Context: an optimization exercise on an open-source flow, tuned for small area. The choices shown serve that exercise and are no tape-out recipe. Where RTL was checked, it was by simulation tests only, not by an equivalence proof against the original. Only the layout flow was run in runs 1 and 2; the RTL was not checked for function there. Power figures rest on the tool's default switching activity, not on a simulated workload.

### design/flow/flow/run.sh
#!/bin/bash
set -euo pipefail
export BUFFER_PORTS_ARGS="-buffer_cell sky130_fd_sc_hd__buf_1"
export CTS_ARGS="-sink_clustering_enable -repair_clock_nets -dont_use_dummy_load"
bash standard.sh > standard_flow.log 2>&1
### design/flow/config.mk
export PLATFORM = sky130hd
export DESIGN_NAME = issue_stage
export DESIGN_NICKNAME = issue_stage
export VERILOG_FILES = /design/flow/design.v
export SDC_FILE = /design/flow/constraint.sdc
export NUM_CORES = 4
export LEC_CHECK = 0
export CAP_MARGIN = 20
export CORE_MARGIN = 2
export CORE_UTILIZATION = 40
export SLEW_MARGIN = 20
### design/flow/constraint.sdc
create_clock -name core_clock -period 4.2 [get_ports {clk}]
set_input_delay 0.8400 -clock core_clock [delete_from_list [all_inputs] [get_ports {clk}]]
set_output_delay 0.8400 -clock core_clock [all_outputs]
set_load 0.01 [all_outputs]
### design/flow/design.v
package issue_pkg;
    typedef enum logic [3:0] {
        OP_NOP    = 4'd0,
        OP_ALU    = 4'd1,
        OP_LOAD   = 4'd2,
        OP_STORE  = 4'd3,
        OP_BRANCH = 4'd4,
        OP_JUMP   = 4'd5,
        OP_JAL    = 4'd6,
        OP_MULDIV = 4'd7,
        OP_PRIV   = 4'd8
    } op_t;
    typedef struct packed {
        op_t         op;
        logic [4:0]  destreg;
        logic [4:0]  srcrega;
        logic [4:0]  srcregb;
        logic        writes_dest;
        logic [31:0] pc;
        logic [15:0] imm;
    } decode_data_t;
    typedef struct packed {
        op_t         op;
        logic [4:0]  destreg;
        logic        writes_dest;
        logic [31:0] pc;
        logic [15:0] imm;
        logic [31:0] rs_val;
        logic [31:0] rt_val;
        logic        rs_ready;
        logic        rt_ready;
    } issue_data_t;
endpackage
module issue_stage (
    input  logic                          clk,
    input  logic                          reset,
    input  logic                          stall,
    input  logic                          flush,
    input  logic [135:0]                  in_data,
    input  logic [1:0]                    hit,
    output logic                          full,
    output logic [19:0]                   reg_addr,
    input  logic [127:0]                  reg_data,
    input  logic [3:0]                    reg_ready,
    output logic [247:0]                  issue_out,
    output logic [32-1:0] single_count,
    output logic [32-1:0] dual_count
);
    logic [3:0][67:0] ebank;
    logic [3:0][67:0] obank;
    logic [2:0]       head;
    logic [3:0]       cnt;
    logic [2:0] tail;
    logic       accept;
    logic [67:0] ebus, obus;
    logic [3:0]  we_e, we_o;
    assign tail = head + cnt[2:0];
    always_comb
    begin
        case (hit)
            2'b11:   full = cnt[3] || (cnt[2:0] == 3'd7);
            2'b10:   full = cnt[3];
            2'b01:   full = cnt[3];
            default: full = 1'b0;
        endcase
    end
    assign accept = !full && !flush && reset;
    assign ebus = (!tail[0] && hit[1]) ? in_data[135:68] : in_data[67:0];
    assign obus = ( tail[0] && hit[1]) ? in_data[135:68] : in_data[67:0];
    always_comb
    begin
        for (int j = 0; j < 4; j++)
        begin
            we_e[j] = accept && (((tail == 3'(2*j)) && hit != 2'b00) ||
                                 ((tail == 3'(2*j-1)) && hit == 2'b11));
            we_o[j] = accept && (((tail == 3'(2*j+1)) && hit != 2'b00) ||
                                 ((tail == 3'(2*j)) && hit == 2'b11));
        end
    end
    always_ff @(posedge clk)
    begin
        for (int j = 0; j < 4; j++)
        begin
            ebank[j] <= ({68{we_e[j]}} & ebus) | ({68{!we_e[j]}} & ebank[j]);
            obank[j] <= ({68{we_o[j]}} & obus) | ({68{!we_o[j]}} & obank[j]);
        end
    end
    logic [1:0]  re_idx;
    logic [67:0] e_rd, o_rd;
    issue_pkg::decode_data_t ea, eb;
    logic va, vb;
    assign re_idx = head[2:1] + {1'b0, head[0]};
    assign e_rd = ebank[re_idx];
    assign o_rd = obank[head[2:1]];
    assign ea = head[0] ? o_rd : e_rd;
    assign eb = head[0] ? e_rd : o_rd;
    assign va = cnt != 4'd0;
    assign vb = cnt[3] || cnt[2] || cnt[1];
    assign reg_addr = {va ? ea.srcrega : 5'd0, va ? ea.srcregb : 5'd0,
                       vb ? eb.srcrega : 5'd0, vb ? eb.srcregb : 5'd0};
    logic ctrl_a, ctrl_b, mem_a, mem_b, raw, en_a, en_b;
    assign ctrl_a = ea.op == issue_pkg::OP_BRANCH || ea.op == issue_pkg::OP_JUMP ||
                    ea.op == issue_pkg::OP_JAL;
    assign ctrl_b = eb.op == issue_pkg::OP_BRANCH || eb.op == issue_pkg::OP_JUMP ||
                    eb.op == issue_pkg::OP_JAL;
    assign mem_a = ea.op == issue_pkg::OP_LOAD || ea.op == issue_pkg::OP_STORE;
    assign mem_b = eb.op == issue_pkg::OP_LOAD || eb.op == issue_pkg::OP_STORE;
    assign raw = ea.writes_dest && (ea.destreg == eb.srcrega || ea.destreg == eb.srcregb);
    assign en_a = va && !(ctrl_a && !vb);
    assign en_b = en_a && vb && !(ctrl_b || (mem_a && mem_b) || raw ||
                                  ea.op == issue_pkg::OP_PRIV || eb.op == issue_pkg::OP_PRIV ||
                                  (ea.op == issue_pkg::OP_MULDIV && eb.op == issue_pkg::OP_MULDIV));
    logic [1:0] n_iss, n_enq;
    assign n_iss = stall ? 2'd0 : {en_a && en_b, en_a && !en_b};
    assign n_enq = accept ? {hit[1] && hit[0], hit[1] ^ hit[0]} : 2'd0;
    always_ff @(posedge clk)
    begin
        if (!reset || flush)
        begin
            head <= '0;
            cnt  <= '0;
        end
        else
        begin
            head <= head + {1'b0, n_iss};
            cnt  <= cnt - {2'b0, n_iss} + {2'b0, n_enq};
        end
    end
    issue_pkg::issue_data_t sa, sb, oa, ob;
    always_comb
    begin
        sa.op          = ea.op;
        sa.destreg     = ea.destreg;
        sa.writes_dest = ea.writes_dest;
        sa.pc          = ea.pc;
        sa.imm         = ea.imm;
        sa.rs_val      = reg_data[127:96];
        sa.rs_ready    = reg_ready[3];
        if (ea.op == issue_pkg::OP_JAL)
        begin
            sa.rt_val   = ea.pc + 32'd8;
            sa.rt_ready = 1'b1;
        end
        else
        begin
            sa.rt_val   = reg_data[95:64];
            sa.rt_ready = reg_ready[2];
        end
        sb.op          = eb.op;
        sb.destreg     = eb.destreg;
        sb.writes_dest = eb.writes_dest;
        sb.pc          = eb.pc;
        sb.imm         = eb.imm;
        sb.rs_val      = reg_data[63:32];
        sb.rs_ready    = reg_ready[1];
        sb.rt_val      = reg_data[31:0];
        sb.rt_ready    = reg_ready[0];
    end
    logic hold, load_a, load_b;
    assign hold   = reset && !flush && stall;
    assign load_a = reset && !flush && !stall && en_a;
    assign load_b = reset && !flush && !stall && en_b;
    always_ff @(posedge clk)
    begin
        oa <= ({124{hold}} & oa) | ({124{load_a}} & sa);
        ob <= ({124{hold}} & ob) | ({124{load_b}} & sb);
    end
    assign issue_out = {oa, ob};
    always_ff @(posedge clk)
    begin
        if (!reset)
        begin
            single_count <= '0;
            dual_count   <= '0;
        end
        else if (!stall && !flush)
        begin
            if (en_a && en_b)
                dual_count <= dual_count + 32'd1;
            if (en_a && !en_b)
                single_count <= single_count + 32'd1;
        end
    end
endmodule
### design/flow/standard.sh
#!/bin/bash
# synth_recipe.tcl (not shown) runs the flow's synth.tcl, then flattens the netlist and writes it again
# the make line also repeats each setting of config.mk as NAME=value (left out here)
make -C /OpenROAD-flow-scripts/flow DESIGN_CONFIG=/design/flow/config.mk WORK_HOME=/design/flow/orfs CLKGATE_MAP_FILE= SYNTH_SCRIPT=/design/flow/synth_recipe.tcl "${@:-finish}"
==> results.tsv, run 1 <==
metric	value	unit
ir_drop	0.430	mV
fin_util	48.1	%
timing.hold.ws	427	ps
synthArstFlopShare	0	%
hold_violations	0	
grt_pass1_vias	23500	
fin_nets	3337	
fp.dieW	301	um
ys_seq_area_share	64.5	%
globalRoute.totalOverflow	0	
area_delta_synth_final	18.8	%
critPathLaunchType	flop	
clock_skew	41.2	ps
hp-start	reg_data[123]	
min_period_over_period	97.3	%
powerDensity	516	mW/mm^2
num_rows	108	
crit_type	reg2reg	
initial_utilization	40.5	%
die_h	301	um
arrival	4590	ps
hold_path_depth	2	
p_leak	13.8	nW
p_int	15.4	mW
syn_area	0.0352	mm^2
clock_latency	640	ps
post_drt_wl_per_cell	25.5	um
combPwrFrac	22.2	%
cts.sinks	863	
fill_cells	7549	
slew_headroom	33.5	%
swShare	28.5	%
r2r_setup_slack	110	ps
antenna_left	0	
io_pins	607	
drt_iter0_drc	1811	
min_to	oa[61]	
htree_levels	3	
r2r-start	head[0]	
grt_max_degree	95	
max_freq	245	MHz
switching_power	6.16	mW
maxCapViolCount	0	
cp-end-kind	flop	
fin_cells	4207	
worstHoldPathType	in2reg	
vias	23200	
pre_cts_ws	17.6	ps
synth_ff_type	edfxtp_1	
via_per_inst	5.51	
dp_cells	4097	
antenna_found_initial	19	
cts_tree	yes	
slew_violations	0	
grt_usage	23.1	%
drive_above_1_share	16.9	%
route.detailed.drc	0	
dp_hpwl	74800	um
worstPathMaxFanout	4	
r2r-end	cnt[3]	
totalWireLength	107000	um
clockBufferDepth	3	
root_buffer	clkbuf_16	
post-layout-total-power	21.6	mW
yosys_warnings	1	
r2r_cells	19	
status	finished clean	
rsz0062_at_grt	yes	
core	0.0870	mm^2
required	4710	ps
syn_inst	2388	
final-setup-viol-count	0	
seq_power_share	46.1	%
first_pass_iters	5	
p_clk_share	31.6	%
synth.distinct_cells	66	
cts.clk_slew.worst_paths	50	ps
worstMarginPinSlew	993	ps
gp_congestion	0.898	
timing.final.ws_setup	113	ps
dieArea	0.0904	mm^2
synth-seq-cells	863	
grt_first_pass_wirelength	154000	um
numCtsBuffers	92	
synth-edff-count	544	
syn_nets	2679	
port_buffers	606	
fin_crit	4090	ps
synth.avg_cell_area	14.7	um^2
==> cells in the final DEF (no fill, tap or decap), types with 31 or more instances in the layout <==
| master | count |
|---|---|
| a21oi_1 | 50 |
| nor2_1 | 69 |
| nand2_1 | 193 |
| buf_1 | 605 |
| a22o_1 | 103 |
| clkbuf_16 | 93 |
| dfxtp_1 | 316 |
| edfxtp_1 | 544 |
| mux2_2 | 141 |
| o21ai_0 | 172 |
| inv_1 | 31 |
| buf_4 | 79 |
| mux4_2 | 130 |
| mux2i_1 | 156 |
==> worst max-delay path, cell delays in order (launching register included) <==
cell and delay [ps]:
dfxtp_4 350, ha_4 180, xnor2_4 180, buf_6 140
clkbuf_16 130, buf_4 100, mux4_2 550, xnor2_2 170
nand4_1 140, a221oi_2 310, a21oi_2 100, and2_4 180
nor2b_4 130, fa_1 520, inv_1 50, ha_1 270
a21o_1 170, a21oi_2 130, xnor2_1 130, nor2_1 50
==> cells by family after synthesis <==
kind of cell             synth area share (%)
multiplexers                             17.6
flip-flops                               64.5
AO/OA/AOI/OAI                            7.05
XOR/XNOR                                 1.51
adder cells (fa/ha/maj)                 0.689
buffers and inverters                    2.38
AND/OR/NAND/NOR                          6.19
==> through the flow <==
step           TNS (ps)  cell area, um^2
5_1_grt           -58.0            41800
6_report              0            41800
3_5_place_dp          0            39300
4_1_cts           -1.61            41600
3_3_place_gp          0            39300
2_1_floorplan   -216730            35300
==> synth_stat cells (3+ instances only) <==
master | n | share of area (%)
a21o_1 | 5 | 0.11
a21oi_1 | 52 | 0.74
a22o_1 | 103 | 2.6
a22oi_1 | 18 | 0.38
a32oi_1 | 4 | 0.099
and2_1 | 10 | 0.18
and3_1 | 10 | 0.18
buf_1 | 19 | 0.20
buf_2 | 23 | 0.33
buf_4 | 5 | 0.11
buf_6 | 14 | 0.45
clkbuf_1 | 82 | 0.87
dfxtp_1 | 319 | 18
edfxtp_1 | 544 | 46
fa_1 | 4 | 0.23
ha_1 | 13 | 0.46
inv_1 | 31 | 0.33
mux2_2 | 141 | 4.5
mux2i_1 | 157 | 4.5
mux4_1 | 4 | 0.30
mux4_2 | 130 | 8.3
nand2_1 | 194 | 2.1
nand2b_1 | 25 | 0.44
nand3_1 | 30 | 0.43
nand3b_1 | 3 | 0.064
nand4_1 | 23 | 0.41
nor2_1 | 74 | 0.79
nor3_1 | 15 | 0.21
nor3b_1 | 3 | 0.064
nor4_1 | 20 | 0.36
o21ai_0 | 172 | 2.4
o31ai_1 | 7 | 0.15
or3_1 | 26 | 0.46
or4_1 | 7 | 0.15
xnor2_1 | 33 | 0.82
xor2_1 | 26 | 0.65
==> worst max path at each step <==
stage                   to  cells past startpoint    start  slack [ps]
CTS                 cnt[2]                     18  head[1]          -2
global placement    cnt[3]                     18  head[1]          20
finish              cnt[3]                     19  head[0]         110
global route        cnt[3]                     18  head[0]         -40
detailed placement  cnt[2]                     18  head[1]          20
floorplan             flop                      7  head[2]        -850
==> power groups by stage <==
stage                     Clock, mW  Combinational (mW)  Sequential (mW)
final                          6.83                4.80             9.97
after floorplan                   0                2.88             10.2
after detailed placement          0                4.80             10.1
after global placement            0                4.73             10.1
after global routing           7.29                5.16             10.0
after CTS                      6.97                4.82             9.97
==> layer usage <==
layer	global-route usage, %	part of all wire [%]	routed length [um]	vias up
met3	5.45	7.6	8190	189
li1	-	-	-	10400
met4	8.61	3.6	3920	18
met2	40.2	51	54300	895
met1	27.7	38	40900	11600
met5	0	0.11	118	-
==> cell type report <==
cell class | instances | area [um^2] | share of cell area, %
clock buffers | 92 | 2300 | 5.50
diodes | 8 | 20.0 | 0.0479
well taps | 1155 | 1450 | 3.46
multi-input cells | 1348 | 11900 | 28.3
repair buffers | 709 | 3350 | 8.00
inverters | 32 | 123 | 0.293
flip-flops and latches | 863 | 22700 | 54.4
==> timing repair <==
action / 4_1_cts / 5_1_grt
cloned: 0 / 1
gates resized for setup: 0 / 11
setup endpoints to repair: 1 / 8
hold buffers: 0 / 0
pin swaps: 0 / 10
buffers inserted: 0 / 9
==> run 2: changes to the inputs <==
==> design/flow/flow/run.sh (replaced) <==
#!/bin/bash
set -euo pipefail
export BUFFER_PORTS_ARGS="-buffer_cell sky130_fd_sc_hd__buf_1"
export CTS_ARGS="-sink_clustering_enable -repair_clock_nets -dont_use_dummy_load -buf_list {sky130_fd_sc_hd__clkbuf_4 sky130_fd_sc_hd__clkbuf_8}"
bash standard.sh > standard_flow.log 2>&1
--- a/design/flow/config.mk
+++ b/design/flow/config.mk
@@ -7,5 +7,5 @@
 export LEC_CHECK = 0
 export CAP_MARGIN = 20
 export CORE_MARGIN = 2
-export CORE_UTILIZATION = 40
+export CORE_UTILIZATION = 60
 export SLEW_MARGIN = 20
==> run 2 against run 1 <==
Largest cell class unchanged. Area after synthesis unchanged. Via count up 1.9%. Sequential power is essentially flat. Sequential cell count unchanged. Critical path type unchanged. Critical path depth decreased by 2. Largest power group unchanged. Highest routed layer unchanged. Global-route usage grew 9.2 points.
==> results.tsv, run 2 <==
metric	value	unit	change
synth_area_leaders	edfxtp_1 46%, dfxtp_1 18%, mux4_2 8.3%, mux2_2 4.5%, mux2i_1 4.5%		
powerDensity	499	mW/mm^2	-3.4%
status	finished clean		
syn_inst	2388		unchanged
first_pass_iters	8		+3
synth_ff_type	edfxtp_1		
endpoint	cnt[3]		
required	4810	ps	+100 ps
drt_iter0_drc	1822		+0.61%
rsz0062_at_grt	yes		
met2_length	48500	um	-11%
top_layer	met5		
wl_met3	8140	um	-0.59%
yosysMostFrequentCell	edfxtp_1		
ir_drop	0.348	mV	-19%
synth.avg_cell_area	14.7	um^2	unchanged
netlist.area_leader.share	46.4	%	unchanged
clock_skew	53.3	ps	+12.1 ps
clock_latency	770	ps	+130 ps
dieArea	0.0606	mm^2	-33%
ys_top_cells_by_count	544 x edfxtp_1, 319 x dfxtp_1, 194 x nand2_1, 172 x o21ai_0, 157 x mux2i_1		
slew_violations	0		unchanged
worstPathMaxFanout	6		+2
clockBufferDepth	3		unchanged
timing.hold.ws	289	ps	-138 ps
hold_violations	0		unchanged
worstPathCellList	ha_4 -> xnor2_4 -> buf_12 -> mux4_2 -> xor2_1 -> or3_1 -> a221oi_2 -> a21oi_2 -> and2_4 -> nor2b_4 -> fa_1 -> inv_1 -> ha_1 -> a21o_1 -> a21oi_2 -> xnor2_1 -> nor2_1		
final-setup-viol-count	0		unchanged
fin_area	0.0411	mm^2	-1.8%
antenna_left	0		unchanged
p_leak	13.7	nW	-0.79%
tns	0	ps	unchanged
crit_type	reg2reg		
worstMarginPinSlew	907	ps	-86.6 ps
cts_tree	yes		
synth.distinct_cells	66		unchanged
syn_area	0.0352	mm^2	unchanged
synth-edff-count	544		unchanged
layout_commonest_cell	buf_1		
grt_usage	32.3	%	+9.2 points
yosys_warnings	1		unchanged
cp-end-kind	flop		
htree_levels	4		+1
syn_nets	2679		unchanged
fin_crit	4130	ps	+40.0 ps
antenna_found_initial	10		-9
r2r-end	cnt[3]		
num_rows	88		-19%
vias	23600		+1.9%
area_delta_synth_final	16.6	%	
min_period_over_period	98.3	%	+0.95 points
drive_above_1_share	18.3	%	+1.4 points
core	0.0579	mm^2	-33%
grt_first_pass_wirelength	144000	um	-6.8%
route.detailed.drc	0		unchanged
met1_length	38800	um	-5.1%
mostFrequentLayoutCells	606 x buf_1, 544 x edfxtp_1, 316 x dfxtp_1, 193 x nand2_1, 172 x o21ai_0		
grt_pass1_vias	23200		-1.4%
max_freq	242	MHz	-0.97%
numCtsBuffers	138		+50%
cp_common_cell	a21oi_2		
fin_nets	3389		+1.6%
cts.sinks	863		unchanged
fp.dieW	246	um	-18%
crit_path_start	head[1]		
slew_headroom	39.3	%	+5.8 points
r2r_setup_slack	70	ps	-40 ps
cts.clk_slew.worst_paths	60	ps	about the same
r2r_cells	17		-2
port_buffers	606		unchanged
synth-seq-cells	863		unchanged
maxCapViolCount	0		unchanged
io_pins	607		unchanged
grt_max_degree	94		-1.1%
gp_congestion	0.869		-3.2%
initial_utilization	60.8	%	+20 points
worstHoldPathType	in2reg		
post_drt_wl_per_cell	25.6	um	+0.13%
dp_hpwl	68400	um	-8.6%
placed_area	0.0389	mm^2	-1.2%
crit_slowest_cell	mux4_2		
die_h	246	um	-18%
root_buffer	clkbuf_8		
fin_util	70.9	%	+23 points
max_stage_delay	520	ps	-30 ps
critPathLaunchType	flop		
ys_seq_area_share	64.5	%	unchanged
synth_top_area_cell	edfxtp_1		
arrival	4740	ps	+150 ps
totalWireLength	99000	um	-7.8%
via_per_inst	6.10		+11%
globalRoute.totalOverflow	0		unchanged
r2r-start	head[1]		
synthArstFlopShare	0	%	unchanged
run 2: cell counts after synthesis:
Identical to the previous run, type by type.
run 2: how the worst min path moves through the flow:
stage / end / depth (start not counted) / start / slack, ps
6_report: ob[23] / 2 / reg_data[21] / 290
5_1_grt: ob[24] / 2 / reg_data[22] / 260
4_1_cts: ob[10] / 2 / reg_data[8] / 220
3_5_place_dp: oa[10] / 2 / oa[10] / 440
3_3_place_gp: oa[73] / 2 / oa[73] / 440
2_1_floorplan: oa[10] / 2 / oa[10] / 480
run 2: critical path, delay by kind of cell (launching register included):
| family | cells | cell delay [ps] |
|---|---|---|
| xor gates and xnor gates | 3 | 520 |
| DFF | 1 | 370 |
| adders and majority gates | 3 | 990 |
| muxes | 1 | 520 |
| and+or+nand+nor | 4 | 710 |
| buffers and inverters | 2 | 220 |
| AOI/OAI and AO/OA | 4 | 670 |
run 2: metal layers:
layer  track usage, %  up-vias
li1                 -    10500
met4             14.3        4
met1             41.7    11900
met3             7.16      191
met5                0        -
met2             52.6     1077
run 2: power breakdown:
part	internal [mW]	total, mW	switching [mW]	leakage, nW
Combinational	1.90	4.78	2.89	5.21
Sequential	9.77	9.97	0.209	7.49
Clock	2.89	5.74	2.85	0.992
run 2: cell type report:
type                            instances  area (um^2)
Sequential cell                       863        22700
Fill cell                            4089        16800
Multi-Input combinational cell       1348        11900
Timing Repair Buffer                  715         3470
Clock buffer                          138         1900
Tap cell                              765          957
Inverter                               32          123
Antenna cell                           11         27.5
run 2: timing repair:
action	CTS	global route
setup endpoints to repair	10	6
pin swaps	4	15
hold buffers	0	0
cloned	1	1
gates resized for setup	6	11
setup buffers	7	12
run 2: stage by stage:
| stage | setup slack (ps) | cells | total power, mW |
|---|---|---|---|
| after floorplan | -854 | 2388 | 13.1 |
| after global placement | 10.9 | 3703 | 14.7 |
| after detailed placement | -71.8 | 3703 | 14.8 |
| after CTS | 13.6 | 3849 | 20.5 |
| after global routing | -70.6 | 3869 | 21.3 |
| final | 72.6 | 3872 | 20.5 |
run 2: cell families after synthesis:
family | count (synthesis) | synth area share, %
compound gates | 382 | 7.05
mux | 433 | 17.6
buf+inv | 177 | 2.38
fa+ha+maj | 17 | 0.689
flops | 863 | 64.5
simple gates | 456 | 6.19
xor+xnor | 60 | 1.51
==> run 3: changes to the inputs <==
--- a/design/flow/design.v
+++ b/design/flow/design.v
@@ -81,8 +81,10 @@
     begin
         for (int j = 0; j < 4; j++)
         begin
-            ebank[j] <= ({68{we_e[j]}} & ebus) | ({68{!we_e[j]}} & ebank[j]);
-            obank[j] <= ({68{we_o[j]}} & obus) | ({68{!we_o[j]}} & obank[j]);
+            if (we_e[j])
+                ebank[j] <= ebus;
+            if (we_o[j])
+                obank[j] <= obus;
         end
     end
     logic [1:0]  re_idx;
@@ -156,14 +158,18 @@
         sb.rt_val      = reg_data[31:0];
         sb.rt_ready    = reg_ready[0];
     end
-    logic hold, load_a, load_b;
-    assign hold   = reset && !flush && stall;
-    assign load_a = reset && !flush && !stall && en_a;
-    assign load_b = reset && !flush && !stall && en_b;
     always_ff @(posedge clk)
     begin
-        oa <= ({124{hold}} & oa) | ({124{load_a}} & sa);
-        ob <= ({124{hold}} & ob) | ({124{load_b}} & sb);
+        if (!reset || flush)
+        begin
+            oa <= '0;
+            ob <= '0;
+        end
+        else if (!stall)
+        begin
+            oa <= en_a ? sa : '0;
+            ob <= en_b ? sb : '0;
+        end
     end
     assign issue_out = {oa, ob};
     always_ff @(posedge clk)
==> design/flow/run.sh (new file) <==
#!/bin/bash
# synth_recipe.tcl (not shown) runs the flow's synth.tcl, then flattens the netlist and writes it again
# the make line also repeats each setting of config.mk as NAME=value (left out here)
make -C /OpenROAD-flow-scripts/flow DESIGN_CONFIG=/design/flow/config.mk WORK_HOME=/design/flow/orfs CLKGATE_MAP_FILE= SYNTH_SCRIPT=/design/flow/synth_recipe.tcl finish
--- a/design/flow/config.mk
+++ b/design/flow/config.mk
@@ -7,5 +7,5 @@
 export LEC_CHECK = 0
 export CAP_MARGIN = 20
 export CORE_MARGIN = 2
-export CORE_UTILIZATION = 60
+export CORE_UTILIZATION = 40
 export SLEW_MARGIN = 20
removed: design/flow/flow/run.sh
removed: design/flow/standard.sh
==> run 3 against run 2 <==
Highest routed layer unchanged. Clock power increased by 42%. Critical endpoint unchanged. Cell area increased by 19%. Sequential share of layout area decreased by 8.6 points. First-iteration DRC count increased by 1.3%. Critical path type unchanged. Area after synthesis increased by 7.2%. Sequential cell count unchanged. Largest power group unchanged. Critical path depth decreased by 3. Largest cell class unchanged. Routed wire length increased by 19%. Still clean on timing, DRC and antenna. Synthesized cell count increased by 18%. Combinational power increased by 33%. Die area increased by 60%.
==> results.tsv, run 3 <==
metric	value	unit	change
status	finished clean		
io_pins	607		unchanged
timing.final.ws_setup	115	ps	+42.7 ps
grt_max_degree	229		+140%
synth_area_leaders	edfxtp_1 43%, dfxtp_1 17%, mux4_2 8.1%, mux2i_1 5.2%, mux2_2 4.2%		
synth_top_area_cell	edfxtp_1		
layout_commonest_cell	clkdlybuf4s50_1		
cts_resized	0		-6
cp_top_family	adder cells		
grt_pass1_vias	26500		+14%
maxCapViolCount	0		unchanged
synth-seq-cells	863		unchanged
post_drt_wl_per_cell	24.9	um	-2.6%
cts.clk_slew.worst_paths	60	ps	about the same
max_stage_delay	550	ps	+30 ps
largestRegisters	ebank (272), obank (272)		
ys_seq_area_share	60.2	%	-4.4 points
cp-end-kind	flop		
syn_nets	3110		+16%
yosysMostFrequentCell	edfxtp_1		
synth-edff-count	544		unchanged
ctsHoldBuffers	0		unchanged
clockBufferDepth	3		unchanged
grt_first_pass_wirelength	173000	um	+20%
dp_cells	4563		+23%
seq_power_share	40.4	%	-8.3 points
placed_area	0.0455	mm^2	+17%
htree_levels	3		-1
area_delta_synth_final	28.9	%	
final-setup-viol-count	0		unchanged
fin_area	0.0487	mm^2	+19%
post_cts_buffers	0		-7
powerDensity	501	mW/mm^2	+0.33%
max_freq	245	MHz	+1.0%
critPathBufInv	1		-1
vias	26200		+11%
combPwrFrac	26.2	%	+2.9 points
die_h	311	um	+26%
arrival	4580	ps	-160 ps
fp.dieW	311	um	+26%
cts.sinks	863		unchanged
switching_power	7.43	mW	+25%
fin_util	52.1	%	-19 points
ir_drop	0.405	mV	+17%
totalWireLength	118000	um	+19%
hold_violations	0		unchanged
slew_headroom	17.8	%	-22 points
core	0.0935	mm^2	+61%
synthArstFlopShare	0	%	unchanged
worstPathMaxFanout	6		unchanged
syn_area	0.0378	mm^2	+7.2%
grt_usage	23.7	%	-8.6 points
synth.distinct_cells	70		+6.1%
mostFrequentLayoutCells	604 x clkdlybuf4s50_1, 544 x edfxtp_1, 316 x dfxtp_1, 257 x a21oi_1, 225 x nand2_1		
swShare	30.5	%	+1.5 points
slew_violations	0		unchanged
ys_top_cells_by_count	544 x edfxtp_1, 319 x dfxtp_1, 258 x a21oi_1, 226 x nand2_1, 195 x mux2i_1		
netlist.area_leader.share	43.3	%	-3.1 points
dp_hpwl	79300	um	+16%
crit_type	reg2reg		
cts_tree	yes		
clock_latency	650	ps	-120 ps
fin_cells	4745		+23%
clock_skew	22.2	ps	-31.1 ps
gp_congestion	0.873		+0.52%
root_buffer	clkbuf_16		
antenna_found_initial	14		+4
min_period_over_period	97.3	%	-1.0 points
drive_above_1_share	17.1	%	-1.2 points
first_pass_iters	5		-3
pre_cts_ws	19.4	ps	+91.2 ps
num_rows	112		+27%
antenna_left	0		unchanged
via_per_inst	5.53		-9.4%
fill_cells	7913		+94%
crit_slowest_cell	mux4_2		
numCtsBuffers	94		-32%
p_leak	15.6	nW	+14%
worstHoldPathType	reg2reg		
synth.avg_cell_area	13.4	um^2	-9.1%
worstPathCellList	ha_4 -> mux4_2 -> xor2_1 -> or4_1 -> o22a_2 -> o211a_4 -> and3_4 -> inv_1 -> fa_1 -> ha_1 -> a21o_1 -> a21oi_2 -> xnor2_1 -> nor2_1		
fin_crit	4080	ps	-42.7 ps
route.detailed.drc	0		unchanged
fin_nets	3696		+9.1%
globalRoute.totalOverflow	0		unchanged
port_buffers	606		unchanged
synth_ff_type	edfxtp_1		
yosys_warnings	1		unchanged
critPathLaunchType	flop		
p_int	16.9	mW	+16%
worstMarginPinSlew	1230	ps	+327 ps
required	4700	ps	-110 ps
rsz0062_at_grt	yes		
p_clk_share	33.4	%	+5.4 points
initial_utilization	40.4	%	-20 points
drt_iter0_drc	1846		+1.3%
post-layout-total-power	24.4	mW	+19%
syn_inst	2819		+18%
dieArea	0.0969	mm^2	+60%
run 3: changes by cell type after synthesis, sizes merged, moves of 59 or more:
cell,before,now
a21oi,54,258
nand4b,0,68
a22o,103,0
nor3,16,81
nor2,74,145
or4,8,67
o21ai,174,9
run 3: final cells by class:
class	instances	area [um^2]	share of cell area, %
clock buffers	136	2800	5.75
flip-flops and latches	863	22700	46.7
repair buffers	716	7160	14.7
clock inverters	41	278	0.571
diodes	5	12.5	0.0257
multi-input cells	1715	14100	28.9
inverters	15	57.6	0.118
well taps	1254	1570	3.22
run 3: power by group through the flow:
stage	registers [mW]	logic [mW]	clock network, mW
global placement	10.0	6.26	0
global route	9.89	6.81	8.67
floorplan	10.1	3.59	0
finish	9.86	6.38	8.14
CTS	9.86	6.38	8.33
detailed placement	10.0	6.35	0
run 3: kinds of logic (layout without fill, tap and decap cells):
family | after synthesis | count (layout) | share of synthesized area, %
xor gates and xnor gates | 51 | 51 | 1.23
other | 0 | 5 | 0
AOI/OAI and AO/OA | 330 | 330 | 4.93
DFF | 863 | 863 | 60.2
and+or+nand+nor | 839 | 839 | 12.2
buffers and inverters | 241 | 908 | 3.06
muxes | 478 | 478 | 17.8
adders and majority gates | 17 | 17 | 0.643
run 3: stage by stage:
step                hold WS (ps)  setup TNS (ps)
floorplan                    486         -285530
global placement             449               0
detailed placement           453               0
CTS                          461               0
global route                 480           -13.6
finish                       460               0
run 3: worst reg2reg max path, delay by kind of cell, from the launching register on:
| family | cells | cell delay [ps] |
|---|---|---|
| adder cells (fa/ha/maj) | 3 | 1070 |
| AO/OA/AOI/OAI | 4 | 850 |
| AND/OR/NAND/NOR | 3 | 740 |
| multiplexers | 1 | 550 |
| flip-flops | 1 | 360 |
| XOR/XNOR | 2 | 300 |
| buffers and inverters | 1 | 80 |
run 3: path summary, 6_finish.rpt:
kind                            startpoint     end  slack (ps)  cells past startpoint
worst max-delay path               head[1]  cnt[3]         120                     14
worst min-delay path                 ob[2]   ob[2]         460                      2
worst max register to register     head[1]  cnt[3]         120                     14
worst min register to register       ob[2]   ob[2]         460                      2
run 3: layer usage:
layer | vias up | wire length, um | GRT usage (%)
met4 | 18 | 2170 | 5.71
met3 | 128 | 9430 | 6.14
met5 | - | 108 | 0
met1 | 13200 | 47600 | 29.6
li1 | 11900 | - | -
met2 | 964 | 58900 | 41.0
==> run 4: changes to the inputs <==
--- a/design/flow/design.v
+++ b/design/flow/design.v
@@ -64,7 +64,7 @@
             default: full = 1'b0;
         endcase
     end
-    assign accept = !full && !flush && reset;
+    assign accept = !full && !flush;
     assign ebus = (!tail[0] && hit[1]) ? in_data[135:68] : in_data[67:0];
     assign obus = ( tail[0] && hit[1]) ? in_data[135:68] : in_data[67:0];
     always_comb
@@ -81,10 +81,8 @@
     begin
         for (int j = 0; j < 4; j++)
         begin
-            if (we_e[j])
-                ebank[j] <= ebus;
-            if (we_o[j])
-                obank[j] <= obus;
+            ebank[j] <= ({68{we_e[j]}} & ebus) | ({68{!we_e[j]}} & ebank[j]);
+            obank[j] <= ({68{we_o[j]}} & obus) | ({68{!we_o[j]}} & obank[j]);
         end
     end
     logic [1:0]  re_idx;
@@ -112,9 +110,14 @@
     assign en_b = en_a && vb && !(ctrl_b || (mem_a && mem_b) || raw ||
                                   ea.op == issue_pkg::OP_PRIV || eb.op == issue_pkg::OP_PRIV ||
                                   (ea.op == issue_pkg::OP_MULDIV && eb.op == issue_pkg::OP_MULDIV));
-    logic [1:0] n_iss, n_enq;
-    assign n_iss = stall ? 2'd0 : {en_a && en_b, en_a && !en_b};
-    assign n_enq = accept ? {hit[1] && hit[0], hit[1] ^ hit[0]} : 2'd0;
+    logic [1:0] n_enq;
+    logic [3:0] cnt_enq, cnt_m1, cnt_m2;
+    logic       go;
+    assign n_enq   = accept ? {hit[1] && hit[0], hit[1] ^ hit[0]} : 2'd0;
+    assign cnt_enq = cnt + {2'b0, n_enq};
+    assign cnt_m1  = cnt_enq - 4'd1;
+    assign cnt_m2  = cnt_enq - 4'd2;
+    assign go      = !stall && en_a;
     always_ff @(posedge clk)
     begin
         if (!reset || flush)
@@ -122,10 +125,17 @@
             head <= '0;
             cnt  <= '0;
         end
+        else if (!go)
+            cnt <= cnt_enq;
+        else if (en_b)
+        begin
+            head <= head + 3'd2;
+            cnt  <= cnt_m2;
+        end
         else
         begin
-            head <= head + {1'b0, n_iss};
-            cnt  <= cnt - {2'b0, n_iss} + {2'b0, n_enq};
+            head <= head + 3'd1;
+            cnt  <= cnt_m1;
         end
     end
     issue_pkg::issue_data_t sa, sb, oa, ob;
@@ -158,18 +168,14 @@
         sb.rt_val      = reg_data[31:0];
         sb.rt_ready    = reg_ready[0];
     end
+    logic hold, load_a, load_b;
+    assign hold   = reset && !flush && stall;
+    assign load_a = reset && !flush && !stall && en_a;
+    assign load_b = reset && !flush && !stall && en_b;
     always_ff @(posedge clk)
     begin
-        if (!reset || flush)
-        begin
-            oa <= '0;
-            ob <= '0;
-        end
-        else if (!stall)
-        begin
-            oa <= en_a ? sa : '0;
-            ob <= en_b ? sb : '0;
-        end
+        oa <= ({124{hold}} & oa) | ({124{load_a}} & sa);
+        ob <= ({124{hold}} & ob) | ({124{load_b}} & sb);
     end
     assign issue_out = {oa, ob};
     always_ff @(posedge clk)
==> design/flow/flow/run.sh (new file) <==
#!/bin/bash
set -euo pipefail
export BUFFER_PORTS_ARGS="-buffer_cell sky130_fd_sc_hd__buf_1"
export CTS_ARGS="-sink_clustering_enable -repair_clock_nets -dont_use_dummy_load -buf_list {sky130_fd_sc_hd__clkbuf_8} -sink_clustering_size 18 -sink_clustering_max_diameter 50"
bash standard.sh > standard_flow.log 2>&1
==> design/flow/standard.sh (new file) <==
#!/bin/bash
# synth_recipe.tcl (not shown) runs the flow's synth.tcl, then flattens the netlist and writes it again
# the make line also repeats each setting of config.mk as NAME=value (left out here)
make -C /OpenROAD-flow-scripts/flow DESIGN_CONFIG=/design/flow/config.mk WORK_HOME=/design/flow/orfs CLKGATE_MAP_FILE= SYNTH_SCRIPT=/design/flow/synth_recipe.tcl "${@:-finish}"
--- a/design/flow/config.mk
+++ b/design/flow/config.mk
@@ -7,5 +7,5 @@
 export LEC_CHECK = 0
 export CAP_MARGIN = 20
 export CORE_MARGIN = 2
-export CORE_UTILIZATION = 40
+export CORE_UTILIZATION = 60
 export SLEW_MARGIN = 20
removed: design/flow/run.sh
==> run 4 against run 3 <==
Sequential share of layout area is 10 points higher. Via count is 12% lower. Worst hold slack worse by 130 ps. Sequential cell count stayed put. Register-to-register slack hardly changed. Area after synthesis is 6.9% lower. Global-route usage is 8.4 points higher. Cell area is 18% lower. Utilization is 17 points higher. Largest power group unchanged.
==> results.tsv, run 4 <==
metric	value	unit	change
status	finished clean		
port_buffers	606		unchanged
synth-seq-cells	863		unchanged
grt_util_met2	49.0	%	+7.9 points
slew_headroom	30.1	%	+12 points
cts_tree	yes		
area_delta_synth_final	13.7	%	
worstPathMaxFanout	66		+60
yosys_warnings	1		unchanged
hold_violations	0		unchanged
dp_cells	3684		-19%
p_int	11.6	mW	-31%
placed_area	0.0388	mm^2	-15%
syn_nets	2675		-14%
grt_usage	32.1	%	+8.4 points
drive_above_1_share	16.0	%	-1.1 points
antenna_left	0		unchanged
p_clk_share	27.3	%	-6.1 points
grt_pass1_vias	22100		-17%
grt_first_pass_wirelength	143000	um	-17%
post_drt_wl_per_cell	26.2	um	+5.3%
worstHoldPathType	in2reg		
synth.distinct_cells	64		-8.6%
syn_area	0.0352	mm^2	-6.9%
mostFrequentLayoutCells	606 x buf_1, 544 x edfxtp_1, 316 x dfxtp_1, 186 x nand2_1, 145 x mux2i_1		
clock_skew	87.4	ps	+65.2 ps
core	0.0578	mm^2	-38%
crit_type	reg2reg		
fp.dieW	246	um	-21%
synth_top_area_cell	edfxtp_1		
fin_nets	3288		-11%
met1_usage	46.8	%	+17 points
critPathLaunchType	flop		
use_met3	6.76	%	+0.62 points
fin_crit	4080	ps	-2.10 ps
io_pins	607		unchanged
cts.clk_slew.worst_paths	100	ps	+40 ps
synth-edff-count	544		unchanged
rsz0062_at_grt	no		
dieArea	0.0605	mm^2	-38%
synth_ff_type	edfxtp_1		
final-setup-viol-count	0		unchanged
initial_utilization	60.8	%	+20 points
worstMarginPinSlew	1050	ps	-185 ps
ys_seq_area_share	64.6	%	+4.5 points
netlist.area_leader.share	46.5	%	+3.2 points
slew_violations	0		unchanged
numCtsBuffers	76		-19%
seq_power_share	61.2	%	+21 points
arrival	4630	ps	+50 ps
first_pass_iters	6		+1
gp_congestion	0.942		+7.9%
synth.avg_cell_area	14.7	um^2	+9.9%
p_leak	12.6	nW	-19%
required	4750	ps	+50 ps
yosysMostFrequentCell	edfxtp_1		
switching_power	3.75	mW	-50%
swShare	24.4	%	-6.1 points
synth_area_leaders	edfxtp_1 46%, dfxtp_1 18%, mux4_2 8.7%, mux2_2 4.5%, mux2i_1 4.1%		
ir_drop	0.309	mV	-24%
maxCapViolCount	0		unchanged
fin_cells	3769		-21%
htree_levels	3		unchanged
min_period_over_period	97.2	%	about the same
synthArstFlopShare	0	%	unchanged
die_h	246	um	-21%
vias	23200		-12%
layout_commonest_cell	buf_1		
post-layout-total-power	15.4	mW	-37%
route.detailed.drc	0		unchanged
fill_cells	4217		-47%
tns	0	ps	unchanged
syn_inst	2387		-15%
seqCellArea	0.0227	mm^2	unchanged
antenna_found_initial	9		-5
drt_iter0_drc	2177		+18%
root_buffer	clkbuf_8		
cts.sinks	863		unchanged
fin_area	0.0400	mm^2	-18%
powerDensity	384	mW/mm^2	-23%
via_per_inst	6.16		+11%
dp_hpwl	69500	um	-12%
clockBufferDepth	3		unchanged
totalWireLength	98900	um	-16%
max_freq	245	MHz	about the same
hold_path_depth	2		unchanged
multiInputGateArea	0.0119	mm^2	-16%
cp-end-kind	flop		
globalRoute.totalOverflow	0		unchanged
r2r_cells	14		unchanged
combPwrFrac	11.6	%	-15 points
num_rows	88		-21%
grt_busiest_layer	met2		
clock_latency	710	ps	+60 ps
ys_top_cells_by_count	544 x edfxtp_1, 319 x dfxtp_1, 188 x nand2_1, 145 x mux2i_1, 142 x o21ai_0		
grt_max_degree	149		-35%
[run 4: repair_timing]
item,in CTS,in global routing
gates cloned,0,2
gates resized for setup,1,6
setup endpoints to repair,1,130
pin swaps,0,0
setup buffers,0,0
hold endpoints to repair,0,0
hold buffers,0,0
[run 4: cells by family after synthesis]
kind of cell    share of synthesized area (%)
flops                                    64.6
simple gates                             6.14
mux                                      17.3
compound gates                           7.56
buf+inv                                  2.18
xor+xnor                                 1.66
fa+ha+maj                               0.541
[run 4: worst max-delay path, stage by stage (launching register included)]
cell and delay (ps):
dfxtp_4 370, ha_4 190, xnor2_2 180, buf_12 190, mux4_2 580, xor2_1 190
or4_1 570, a2111oi_4 500, nor4_4 120, buf_12 180, nand3_1 80, buf_4 180
nor2_4 50, buf_12 190, a22o_1 290
[run 4: final cells by class]
cell class	count	area share, %
repair buffers	683	8.03
multi-input cells	1340	29.7
clock buffers	76	2.62
flip-flops and latches	863	56.9
well taps	765	2.39
inverters	36	0.338
diodes	6	0.0376
[run 4: per-layer routing]
metal	wire length, um	vias up
li1	-	10300
met1	41200	11800
met2	46300	951
met3	8270	174
met4	2980	8
met5	50	-
[run 4: worst paths after layout]
kind | start | end | slack, ps
setup / recovery | head[0] | ob[47] | 120
hold / removal | reg_data[116] | oa[54] | 330
setup reg to reg | head[0] | ob[47] | 120
hold reg to reg | ob[113] | ob[113] | 450
[run 4: through the flow]
stage | setup slack [ps] | utilization, % | hold WS (ps)
floorplan | 19.0 | - | 474
global route | 9.90 | 69.1 | 298
detailed placement | -135 | 67.1 | 441
finish | 117 | 69.1 | 327
CTS | 13.3 | 68.9 | 283
global placement | -139 | 67.1 | 436
[run 4: power groups by stage]
stage | registers [mW] | clock network, mW | logic (mW)
floorplan | 9.59 | 0 | 1.02
global placement | 9.57 | 0 | 1.71
detailed placement | 9.59 | 0 | 1.75
CTS | 9.40 | 4.25 | 1.76
global route | 9.41 | 4.54 | 1.89
finish | 9.40 | 4.19 | 1.78
==> run 5: changes to the inputs <==
==> design/flow/flow/run.sh (replaced) <==
#!/bin/bash
set -euo pipefail
export BUFFER_PORTS_ARGS="-buffer_cell sky130_fd_sc_hd__buf_1"
export CTS_ARGS="-sink_clustering_enable -repair_clock_nets -dont_use_dummy_load -buf_list {sky130_fd_sc_hd__clkbuf_8} -root_buf sky130_fd_sc_hd__clkbuf_16 -sink_clustering_size 14 -sink_clustering_max_diameter 50"
bash standard.sh > standard_flow.log 2>&1
==> run 5 against run 4 <==
Worst hold slack improved by 120 ps. Synthesized cell count unchanged. Still clean. Area after synthesis is the same. Routed wire length grew 0.18%. Critical endpoint is now ob[10]. Via count increased by 0.42%. Sequential share of layout area down 0.26 points. Register-to-register slack better by 20 ps. Sequential cell count did not move. Clock skew fell by 27 ps. First-iteration DRC count is 3.3% lower. Die area is the same. Non-clock buffer count unchanged.
==> results.tsv, run 5 <==
metric	value	unit	change
status	finished clean		
htree_levels	3		unchanged
switching_power	3.79	mW	+1.1%
first_pass_iters	7		+1
grt_max_degree	149		unchanged
placed_area	0.0388	mm^2	unchanged
yosysMostFrequentCell	edfxtp_1		
globalRoute.totalOverflow	0		unchanged
antenna_found_initial	9		unchanged
port_buffers	606		unchanged
powerDensity	392	mW/mm^2	+1.9%
max_stage_delay	580	ps	about the same
grt_first_pass_wirelength	142000	um	-0.13%
clock_skew	60.6	ps	-26.8 ps
cts_tree	yes		
cts.clk_slew.worst_paths	80	ps	-20 ps
core	0.0578	mm^2	unchanged
synthArstFlopShare	0	%	unchanged
fin_area	0.0402	mm^2	+0.46%
synthMuxAreaShare	17.3	%	unchanged
drt_iter0_drc	2105		-3.3%
num_rows	88		unchanged
drive_above_1_share	16.1	%	+0.17 points
synth-seq-cells	863		unchanged
crit_slowest_cell	mux4_2		
combPwrFrac	11.3	%	-0.3 points
syn_inst	2387		unchanged
ctsHoldBuffers	0		unchanged
area_delta_synth_final	14.2	%	
yosys_warnings	1		unchanged
die_h	246	um	unchanged
netlist.area_leader.share	46.5	%	unchanged
worstPathCellList	ha_4 -> xnor2_2 -> buf_12 -> mux4_2 -> xor2_1 -> or4_1 -> a2111oi_4 -> nor4_4 -> buf_12 -> nand3_1 -> buf_4 -> nor2_4 -> buf_12 -> a22o_1		
synth_xor_area_share	1.66	%	unchanged
post_cts_buffers	0		unchanged
p_leak	12.7	nW	+0.71%
min_period_over_period	96.8	%	-0.40 points
via_per_inst	6.18		+0.26%
route.detailed.drc	0		unchanged
dp_hpwl	69500	um	unchanged
ir_drop	0.298	mV	-3.5%
dieArea	0.0605	mm^2	unchanged
fin_crit	4070	ps	-16.6 ps
synth_top_family_by_area	multiplexers		
clockBufferDepth	3		unchanged
worstMarginPinSlew	1050	ps	-1.67 ps
r2r_setup_slack	130	ps	+20 ps
grt_usage	32.1	%	about the same
timing.hold.ws	448	ps	+121 ps
slew_headroom	30.2	%	+0.11 points
crit_type	reg2reg		
mostFrequentLayoutCells	606 x buf_1, 544 x edfxtp_1, 316 x dfxtp_1, 186 x nand2_1, 145 x mux2i_1		
io_pins	607		unchanged
swShare	24.1	%	-0.31 points
arrival	4530	ps	-100 ps
cp_common_cell	buf_12		
worstHoldPathType	reg2reg		
slew_violations	0		unchanged
worstPathMaxFanout	66		unchanged
initial_utilization	60.8	%	unchanged
synth_area_leaders	edfxtp_1 46%, dfxtp_1 18%, mux4_2 8.7%, mux2_2 4.5%, mux2i_1 4.1%		
synth.avg_cell_area	14.7	um^2	unchanged
cp-end-kind	flop		
ys_top_cells_by_count	544 x edfxtp_1, 319 x dfxtp_1, 188 x nand2_1, 145 x mux2i_1, 142 x o21ai_0		
fin_cells	3775		+0.16%
gp_congestion	0.942		unchanged
syn_nets	2675		unchanged
rsz0062_at_grt	yes		
dp_cells	3684		unchanged
max_freq	246	MHz	+0.41%
synth_compound_area_share	7.56	%	unchanged
cts.sinks	863		unchanged
totalWireLength	99000	um	+0.18%
antenna_left	0		unchanged
yosys.area_share.adder	0.541	%	unchanged
critPathLaunchType	flop		
numCtsBuffers	82		+7.9%
final-setup-viol-count	0		unchanged
seq_power_share	59.8	%	-1.4 points
p_clk_share	29.0	%	+1.7 points
maxCapViolCount	0		unchanged
synth.distinct_cells	64		unchanged
ys_seq_area_share	64.6	%	unchanged
clock_latency	610	ps	-100 ps
synth_top_area_cell	edfxtp_1		
synth-edff-count	544		unchanged
root_buffer	clkbuf_16		
syn_area	0.0352	mm^2	unchanged
layout_commonest_cell	buf_1		
grt_pass1_vias	22200		+0.47%
fp.dieW	246	um	unchanged
p_int	11.9	mW	+2.8%
fin_nets	3294		+0.18%
post_drt_wl_per_cell	26.2	um	about the same
synth_ff_type	edfxtp_1		
required	4660	ps	-90 ps
hold_violations	0		unchanged
synthSimpleGateAreaFrac	6.14	%	unchanged
vias	23300		+0.42%
run 5: power by group through the flow:
stage	logic [mW]	registers (mW)	clock network, mW
after floorplan	1.02	9.59	0
after global placement	1.71	9.57	0
after detailed placement	1.75	9.59	0
after CTS	1.76	9.40	4.64
after global routing	1.89	9.41	4.91
final	1.77	9.40	4.56
run 5: cells by family after synthesis:
group | after synthesis
adder cells (fa/ha/maj) | 14
multiplexers | 420
AO/OA/AOI/OAI | 388
XOR/XNOR | 65
flip-flops | 863
AND/OR/NAND/NOR | 453
buffers and inverters | 184
run 5: per-stage QoR:
| step | worst slack, ps | power (mW) | utilization [%] | setup TNS [ps] |
|---|---|---|---|---|
| after global placement | -139 | 11.3 | 67.1 | -139 |
| after CTS | 5.30 | 15.8 | 69.2 | 0 |
| final | 134 | 15.7 | 69.5 | 0 |
| after detailed placement | -135 | 11.3 | 67.1 | -135 |
| after floorplan | 19.0 | 10.6 | - | 0 |
| after global routing | -1.86 | 16.2 | 69.5 | -1.86 |
run 5: worst paths after layout:
| kind | from | end | depth (start not counted) |
|---|---|---|---|
| max | head[0] | ob[10] | 14 |
| min | ob[113] | ob[113] | 2 |
| max reg2reg | head[0] | ob[10] | 14 |
| min reg2reg | ob[113] | ob[113] | 2 |
run 5: routing by layer:
layer  share of wire, %  vias up  global-route usage, %
li1                   -    10300                      -
met1                 42    11800                   46.9
met2                 47      979                   48.8
met3                8.3      187                   6.38
met4                3.2        8                   10.6
met5              0.047        -                      0
run 5: layout make-up:
type,instances,area (um^2)
Sequential cell,863,22700
Timing Repair Buffer,683,3210
Fill cell,4190,17700
Inverter,36,135
Clock buffer,82,1230
Antenna cell,6,15.0
Multi-Input combinational cell,1340,11900
Tap cell,765,957
run 5: critical path, delay by kind of cell, from the launching register on:
kind / cells / cell delay (ps)
AOI/OAI and AO/OA: 2 / 780
xor gates and xnor gates: 2 / 370
adders and majority gates: 1 / 190
buffers and inverters: 4 / 760
DFF: 1 / 370
and+or+nand+nor: 4 / 820
muxes: 1 / 580
run 5: timing repair:
| action | 4_1_cts | 5_1_grt |
|---|---|---|
| hold endpoints to repair | 0 | 0 |
| gates cloned | 0 | 2 |
| gates resized for setup | 2 | 5 |
| setup endpoints to repair | 1 | 135 |
==> run 6: changes to the inputs <==
==> design/flow/flow/run.sh (replaced) <==
#!/bin/bash
set -euo pipefail
export BUFFER_PORTS_ARGS="-buffer_cell sky130_fd_sc_hd__buf_1"
export CTS_ARGS="-sink_clustering_enable -repair_clock_nets -dont_use_dummy_load -buf_list {sky130_fd_sc_hd__clkbuf_8} -sink_clustering_size 14 -sink_clustering_max_diameter 50"
bash standard.sh > standard_flow.log 2>&1
--- a/design/flow/config.mk
+++ b/design/flow/config.mk
@@ -7,5 +7,6 @@
 export LEC_CHECK = 0
 export CAP_MARGIN = 20
 export CORE_MARGIN = 2
-export CORE_UTILIZATION = 60
+export CORE_UTILIZATION = 75
+export PLACE_DENSITY = 0.8
 export SLEW_MARGIN = 20
==> run 6 against run 5 <==
Still clean on timing, DRC and antenna. Synthesized cell count is the same. Non-clock buffer count grew 7. Utilization grew 16 points. Maximum frequency shrank 0.58%. Sequential share of layout area grew 0.54 points. Die area shrank 20%. Global-route usage grew 9.7 points. Routed wire length grew 5.5%. Clock power shrank 9.0%. Cell count shrank 4.0%. Setup slack lost 24 ps. Critical endpoint is now single_count[16].
==> results.tsv, run 6 <==
metric	value	unit	change
hold_path_depth	2		unchanged
maxCapViolCount	0		unchanged
die_h	221	um	-10%
dp_cells	3526		-4.3%
synth.distinct_cells	64		unchanged
antenna_left	0		unchanged
ys_top_cells_by_count	544 x edfxtp_1, 319 x dfxtp_1, 188 x nand2_1, 145 x mux2i_1, 142 x o21ai_0		
root_buffer	clkbuf_8		
fp.dieW	221	um	-10%
critPathLaunchType	flop		
grt_pass1_vias	23700		+6.7%
max_freq	245	MHz	-0.58%
cts.clk_slew.worst_paths	100	ps	+20 ps
drt_iter0_drc	3194		+52%
syn_area	0.0352	mm^2	unchanged
min_period_over_period	97.4	%	+0.56 points
swShare	24.6	%	+0.51 points
drive_above_1_share	16.2	%	+0.10 points
cts_tree	yes		
ys_seq_area_share	64.6	%	unchanged
p_int	11.6	mW	-3.1%
layout_commonest_cell	buf_1		
timing.hold.ws	358	ps	-90.4 ps
synthArstFlopShare	0	%	unchanged
hold_violations	0		unchanged
crit_type	reg2reg		
combPwrFrac	11.6	%	+0.3 points
syn_nets	2675		unchanged
r2r_setup_slack	110	ps	-20 ps
p_clk_share	27.0	%	-2.0 points
initial_utilization	75.7	%	+15 points
slew_violations	0		unchanged
fin_util	85.6	%	+16 points
final-setup-viol-count	0		unchanged
first_pass_iters	6		-1
multiInputGateArea	0.0119	mm^2	+0.14%
netlist.area_leader.share	46.5	%	unchanged
fill_cells	2177		-48%
synth_ff_type	edfxtp_1		
grt_max_degree	113		-24%
worstMarginPinSlew	982	ps	-64.7 ps
ctsHoldBuffers	0		unchanged
synth.avg_cell_area	14.7	um^2	unchanged
synth_area_leaders	edfxtp_1 46%, dfxtp_1 18%, mux4_2 8.7%, mux2_2 4.5%, mux2i_1 4.1%		
yosys_warnings	1		unchanged
arrival	4660	ps	+130 ps
numCtsBuffers	74		-9.8%
p_leak	12.6	nW	-0.64%
fin_nets	3294		unchanged
worstHoldPathType	in2reg		
core	0.0465	mm^2	-20%
slew_headroom	34.5	%	+4.3 points
area_delta_synth_final	13.1	%	
htree_levels	3		unchanged
placed_area	0.0385	mm^2	-0.59%
antenna_found_initial	18		+9
io_pins	607		unchanged
seqCellArea	0.0227	mm^2	unchanged
mostFrequentLayoutCells	606 x buf_1, 544 x edfxtp_1, 316 x dfxtp_1, 186 x nand2_1, 144 x mux2i_1		
required	4770	ps	+110 ps
cp-end-kind	flop		
clock_latency	700	ps	+90 ps
grt_usage	41.8	%	+9.7 points
r2r_cells	13		-1
dp_hpwl	70000	um	+0.76%
worstPathMaxFanout	13		-80%
clockBufferDepth	3		unchanged
clock_skew	56.4	ps	-4.23 ps
gp_congestion	0.994		+5.5%
route.detailed.drc	0		unchanged
switching_power	3.77	mW	-0.36%
fin_crit	4090	ps	+23.6 ps
fin_cells	3625		-4.0%
grt_first_pass_wirelength	146000	um	+2.7%
ir_drop	0.342	mV	+15%
seq_power_share	61.3	%	+1.5 points
status	finished clean		
synth_top_area_cell	edfxtp_1		
yosysMostFrequentCell	edfxtp_1		
syn_inst	2387		unchanged
globalRoute.totalOverflow	0		unchanged
port_buffers	606		unchanged
synth-edff-count	544		unchanged
fin_area	0.0398	mm^2	-0.95%
num_rows	79		-10%
via_per_inst	6.84		+11%
cts.sinks	863		unchanged
vias	24800		+6.3%
tns	0	ps	unchanged
post_drt_wl_per_cell	28.8	um	+9.9%
dieArea	0.0486	mm^2	-20%
totalWireLength	104000	um	+5.5%
powerDensity	386	mW/mm^2	-1.5%
synth-seq-cells	863		unchanged
==> run 6: cell counts after synthesis <==
Identical to the previous run, type by type.
==> run 6: repair_timing <==
action                     CTS  global route
setup endpoints to repair   65            68
setup buffers                0             8
cloned                       0             3
resized for setup            5             7
pin swaps                    0             2
==> run 6: kinds of logic after synthesis <==
| logic type | count (synthesis) | synth area share (%) |
|---|---|---|
| xor+xnor | 65 | 1.66 |
| mux | 420 | 17.3 |
| flops | 863 | 64.6 |
| fa+ha+maj | 14 | 0.541 |
| simple gates | 453 | 6.14 |
| compound gates | 388 | 7.56 |
| buf+inv | 184 | 2.18 |
==> run 6: final timing paths <==
| kind | startpoint | endpoint |
|---|---|---|
| max | head[1] | single_count[16] |
| min reg2reg | ob[121] | ob[121] |
| max reg2reg | head[1] | single_count[16] |
| min | reg_data[58] | ob[60] |
==> run 6: through the flow <==
step / setup slack [ps] / total power, mW
finish: 111 / 15.3
global route: -5.35 / 15.7
CTS: 17.2 / 15.3
detailed placement: -107 / 11.3
global placement: 77.4 / 11.2
floorplan: 19.0 / 10.6
==> run 6: cell type report <==
type,count,area share (%)
sequential,863,57.2
multi-input combinational,1341,29.9
timing repair buffer,690,8.05
clock buffer,74,2.56
tap,607,1.91
inverter,36,0.340
antenna,14,0.0881
==> run 6: power by group through the flow <==
stage	clock network, mW	logic, mW	registers, mW
6_report	4.15	1.79	9.41
2_1_floorplan	0	1.02	9.59
4_1_cts	4.13	1.73	9.40
3_5_place_dp	0	1.71	9.60
5_1_grt	4.39	1.87	9.42
3_3_place_gp	0	1.63	9.57
==> run 6: metal layers <==
metal / up-vias / track usage, % / routed length, um
met5: - / 0 / 70
met4: 10 / 25.0 / 6940
met3: 404 / 13.3 / 13300
met2: 1869 / 65.4 / 49700
met1: 12100 / 51.6 / 34500
li1: 10400 / - / -
==> run 6: critical path, stage by stage (launching register included) <==
cell and delay, ps:
dfxtp_4 370, ha_4 190, xnor2_2 180, buf_12 190, mux4_2 570, xor2_1 200, or4_1 570, a2111oi_4 450
nor4_4 150, buf_4 220, a2111oi_4 380, buf_4 210, nand4_1 100, a21oi_1 210
==> run 7: changes to the inputs <==
--- a/design/flow/config.mk
+++ b/design/flow/config.mk
@@ -7,6 +7,5 @@
 export LEC_CHECK = 0
 export CAP_MARGIN = 20
 export CORE_MARGIN = 2
-export CORE_UTILIZATION = 75
-export PLACE_DENSITY = 0.8
+export CORE_UTILIZATION = 60
 export SLEW_MARGIN = 20
==> run 7 against run 6 <==
Maximum frequency up 0.69%. Non-clock buffer count down 7. Clock power up 4%. Die area up 25%. Via count down 6.3%. Synthesized cell count unchanged. Utilization down 16 points. First-iteration DRC count down 35%. Combinational power about the same. Area after synthesis unchanged. Register-to-register slack better by 30 ps. Routed wire length down 5.5%. Critical path type unchanged. Critical endpoint is now ob[54].
==> results.tsv, run 7 <==
metric	value	unit	change
route.detailed.drc	0		unchanged
port_buffers	606		unchanged
synthArstFlopShare	0	%	unchanged
totalWireLength	98800	um	-5.5%
rsz0062_at_grt	no		
layout_commonest_cell	buf_1		
ys_top_cells_by_count	544 x edfxtp_1, 319 x dfxtp_1, 188 x nand2_1, 145 x mux2i_1, 142 x o21ai_0		
clock_latency	700	ps	about the same
post_drt_wl_per_cell	26.1	um	-9.3%
ir_drop	0.283	mV	-17%
fin_crit	4060	ps	-27.9 ps
powerDensity	387	mW/mm^2	+0.29%
min_period_over_period	96.7	%	-0.66 points
slew_headroom	30.1	%	-4.4 points
clock_skew	65.7	ps	+9.34 ps
final-setup-viol-count	0		unchanged
dp_hpwl	69500	um	-0.75%
grt_max_degree	149		+32%
syn_nets	2675		unchanged
fin_nets	3294		unchanged
grt_usage	32.1	%	-9.7 points
antenna_left	0		unchanged
cts_tree	yes		
via_per_inst	6.15		-10%
vias	23200		-6.3%
drt_iter0_drc	2063		-35%
grt_pass1_vias	22200		-6.2%
ys_seq_area_share	64.6	%	unchanged
critPathLaunchType	flop		
status	finished clean		
slew_violations	0		unchanged
area_delta_synth_final	14.0	%	
yosysMostFrequentCell	edfxtp_1		
syn_area	0.0352	mm^2	unchanged
gp_congestion	0.942		-5.2%
first_pass_iters	5		-1
drive_above_1_share	16.2	%	-0.067 points
dieArea	0.0605	mm^2	+25%
worstMarginPinSlew	1050	ps	+65.4 ps
root_buffer	clkbuf_8		
crit_type	reg2reg		
post-layout-total-power	15.5	mW	+1.0%
htree_levels	3		unchanged
synth.distinct_cells	64		unchanged
antenna_found_initial	11		-7
synth-edff-count	544		unchanged
max_freq	246	MHz	+0.69%
mostFrequentLayoutCells	606 x buf_1, 544 x edfxtp_1, 316 x dfxtp_1, 186 x nand2_1, 144 x mux2i_1		
num_rows	88		+11%
synth_top_area_cell	edfxtp_1		
worstPathMaxFanout	66		+53
syn_inst	2387		unchanged
cts.sinks	863		unchanged
maxCapViolCount	0		unchanged
fill_cells	4200		+93%
io_pins	607		unchanged
synth-seq-cells	863		unchanged
globalRoute.totalOverflow	0		unchanged
clockBufferDepth	3		unchanged
cp-end-kind	flop		
cts.clk_slew.worst_paths	90	ps	about the same
die_h	246	um	+12%
required	4780	ps	about the same
synth_ff_type	edfxtp_1		
hold_violations	0		unchanged
worstHoldPathType	in2reg		
timing.hold.ws	358	ps	-0.185 ps
core	0.0578	mm^2	+24%
post_cts_buffers	0		unchanged
fp.dieW	246	um	+12%
arrival	4640	ps	-20 ps
p_leak	12.7	nW	+0.29%
numCtsBuffers	82		+11%
synth_area_leaders	edfxtp_1 46%, dfxtp_1 18%, mux4_2 8.7%, mux2_2 4.5%, mux2i_1 4.1%		
netlist.area_leader.share	46.5	%	unchanged
synth.avg_cell_area	14.7	um^2	unchanged
initial_utilization	60.8	%	-15 points
yosys_warnings	1		unchanged
grt_first_pass_wirelength	142000	um	-2.7%
[run 7: cell counts after synthesis]
No cell type changed its count.
[run 7: report_power, final]
part           switching, mW  leakage (nW)  internal [mW]  total (mW)
Clock                   2.59         0.590           1.74        4.33
Combinational           1.10          4.55          0.673        1.77
Sequential            0.0728          7.52           9.32        9.40
Total                   3.76          12.7           11.7        15.5
[run 7: path summary, 6_finish.rpt]
path | cells past startpoint | slack [ps] | from | endpoint
max | 14 | 140 | head[0] | ob[54]
min | 2 | 360 | reg_data[124] | oa[62]
max reg2reg | 14 | 140 | head[0] | ob[54]
min reg2reg | 2 | 450 | ob[113] | ob[113]
[run 7: through the flow]
step | setup slack [ps] | instance area [um^2] | utilization (%) | std cells | TNS (ps)
CTS | 17.1 | 39900 | 69.0 | 3766 | 0
detailed placement | -135 | 38800 | 67.1 | 3684 | -135
global placement | -139 | 38800 | 67.1 | 3684 | -139
floorplan | 19.0 | 35200 | - | 2387 | 0
finish | 138 | 40100 | 69.3 | 3779 | 0
global route | 15.8 | 40100 | 69.3 | 3775 | 0
[run 7: kinds of logic (layout without fill, tap and decap cells)]
| group | after synthesis | in the layout | share of synthesized area (%) |
|---|---|---|---|
| adders and majority gates | 14 | 14 | 0.541 |
| and+or+nand+nor | 453 | 453 | 6.14 |
| muxes | 420 | 420 | 17.3 |
| xor gates and xnor gates | 65 | 65 | 1.66 |
| other | 0 | 10 | 0 |
| buffers and inverters | 184 | 801 | 2.18 |
| DFF | 863 | 863 | 64.6 |
| AOI/OAI and AO/OA | 388 | 388 | 7.56 |
[run 7: cell type report]
class | instances | area (um^2) | area share (%)
clock buffers | 82 | 1130 | 2.82
repair buffers | 683 | 3210 | 8.01
well taps | 765 | 957 | 2.39
flip-flops and latches | 863 | 22700 | 56.7
diodes | 10 | 25.0 | 0.0625
multi-input cells | 1340 | 11900 | 29.6
inverters | 36 | 135 | 0.337
[run 7: repair_timing]
action,4_1_cts,5_1_grt
setup endpoints to repair,1,138
cloned,0,2
gates resized for setup,2,6
hold buffers,0,0
[run 7: per-layer routing]
metal	up-vias	part of all wire, %	track usage [%]
met5	-	0.050	0
met1	11700	41	46.8
met3	179	8.6	6.39
met2	956	47	48.8
met4	8	3.1	10.4
li1	10300	-	-
[run 7: worst max-delay path: stages, from the launching register on]
cell and delay [ps]:
dfxtp_4 370, ha_4 190, xnor2_2 180, buf_12 190, mux4_2 580, xor2_1 190
or4_1 570, a2111oi_4 500, nor4_4 120, buf_12 180, nand3_1 80, buf_4 190
nor2_4 50, buf_12 200, a22o_1 290

[separate check: timing with driven ports]
No port has a modelled driver above. Below, the same layouts with a new extraction and two added sets of constraints.
Step 1: set_driving_cell puts a clkbuf_16 on clk and a buf_2 on each other input, an assumption about the parent block.
Step 2, shift: input delay + t, output delay - t, t = (earliest + latest rising clock arrival at the registers) / 2. This alone moves slack from input paths to output paths.
Three values: ideal, step 1, step 2; two values: the first two.
| run | shift t [ns] | setup slack, ns | hold WS [ns] | pins driven straight from the clock port |
|---|---|---|---|---|
| run 1 | 0.686 | 0.113 / 0.113 / 0.113 | 0.427 / 0.390 / 0.456 | 1 |
| run 2 | 0.811 | 0.073 / 0.073 / 0.073 | 0.289 / 0.255 / 0.448 | 1 |
| run 3 | 0.710 | 0.115 / 0.101 / 0.115 | 0.460 / 0.460 / 0.460 | 1 |
| run 4 | 0.734 | 0.117 / 0.117 / 0.117 | 0.327 / 0.294 / 0.447 | 1 |
| run 5 | 0.647 | 0.134 / 0.134 / 0.134 | 0.448 / 0.408 / 0.448 | 1 |
| run 6 | 0.730 | 0.111 / 0.111 / 0.111 | 0.358 / 0.321 / 0.454 | 1 |
| run 7 | 0.730 | 0.138 / 0.138 / 0.138 | 0.358 / 0.325 / 0.447 | 1 |
After both steps setup and hold are still met in every run listed.
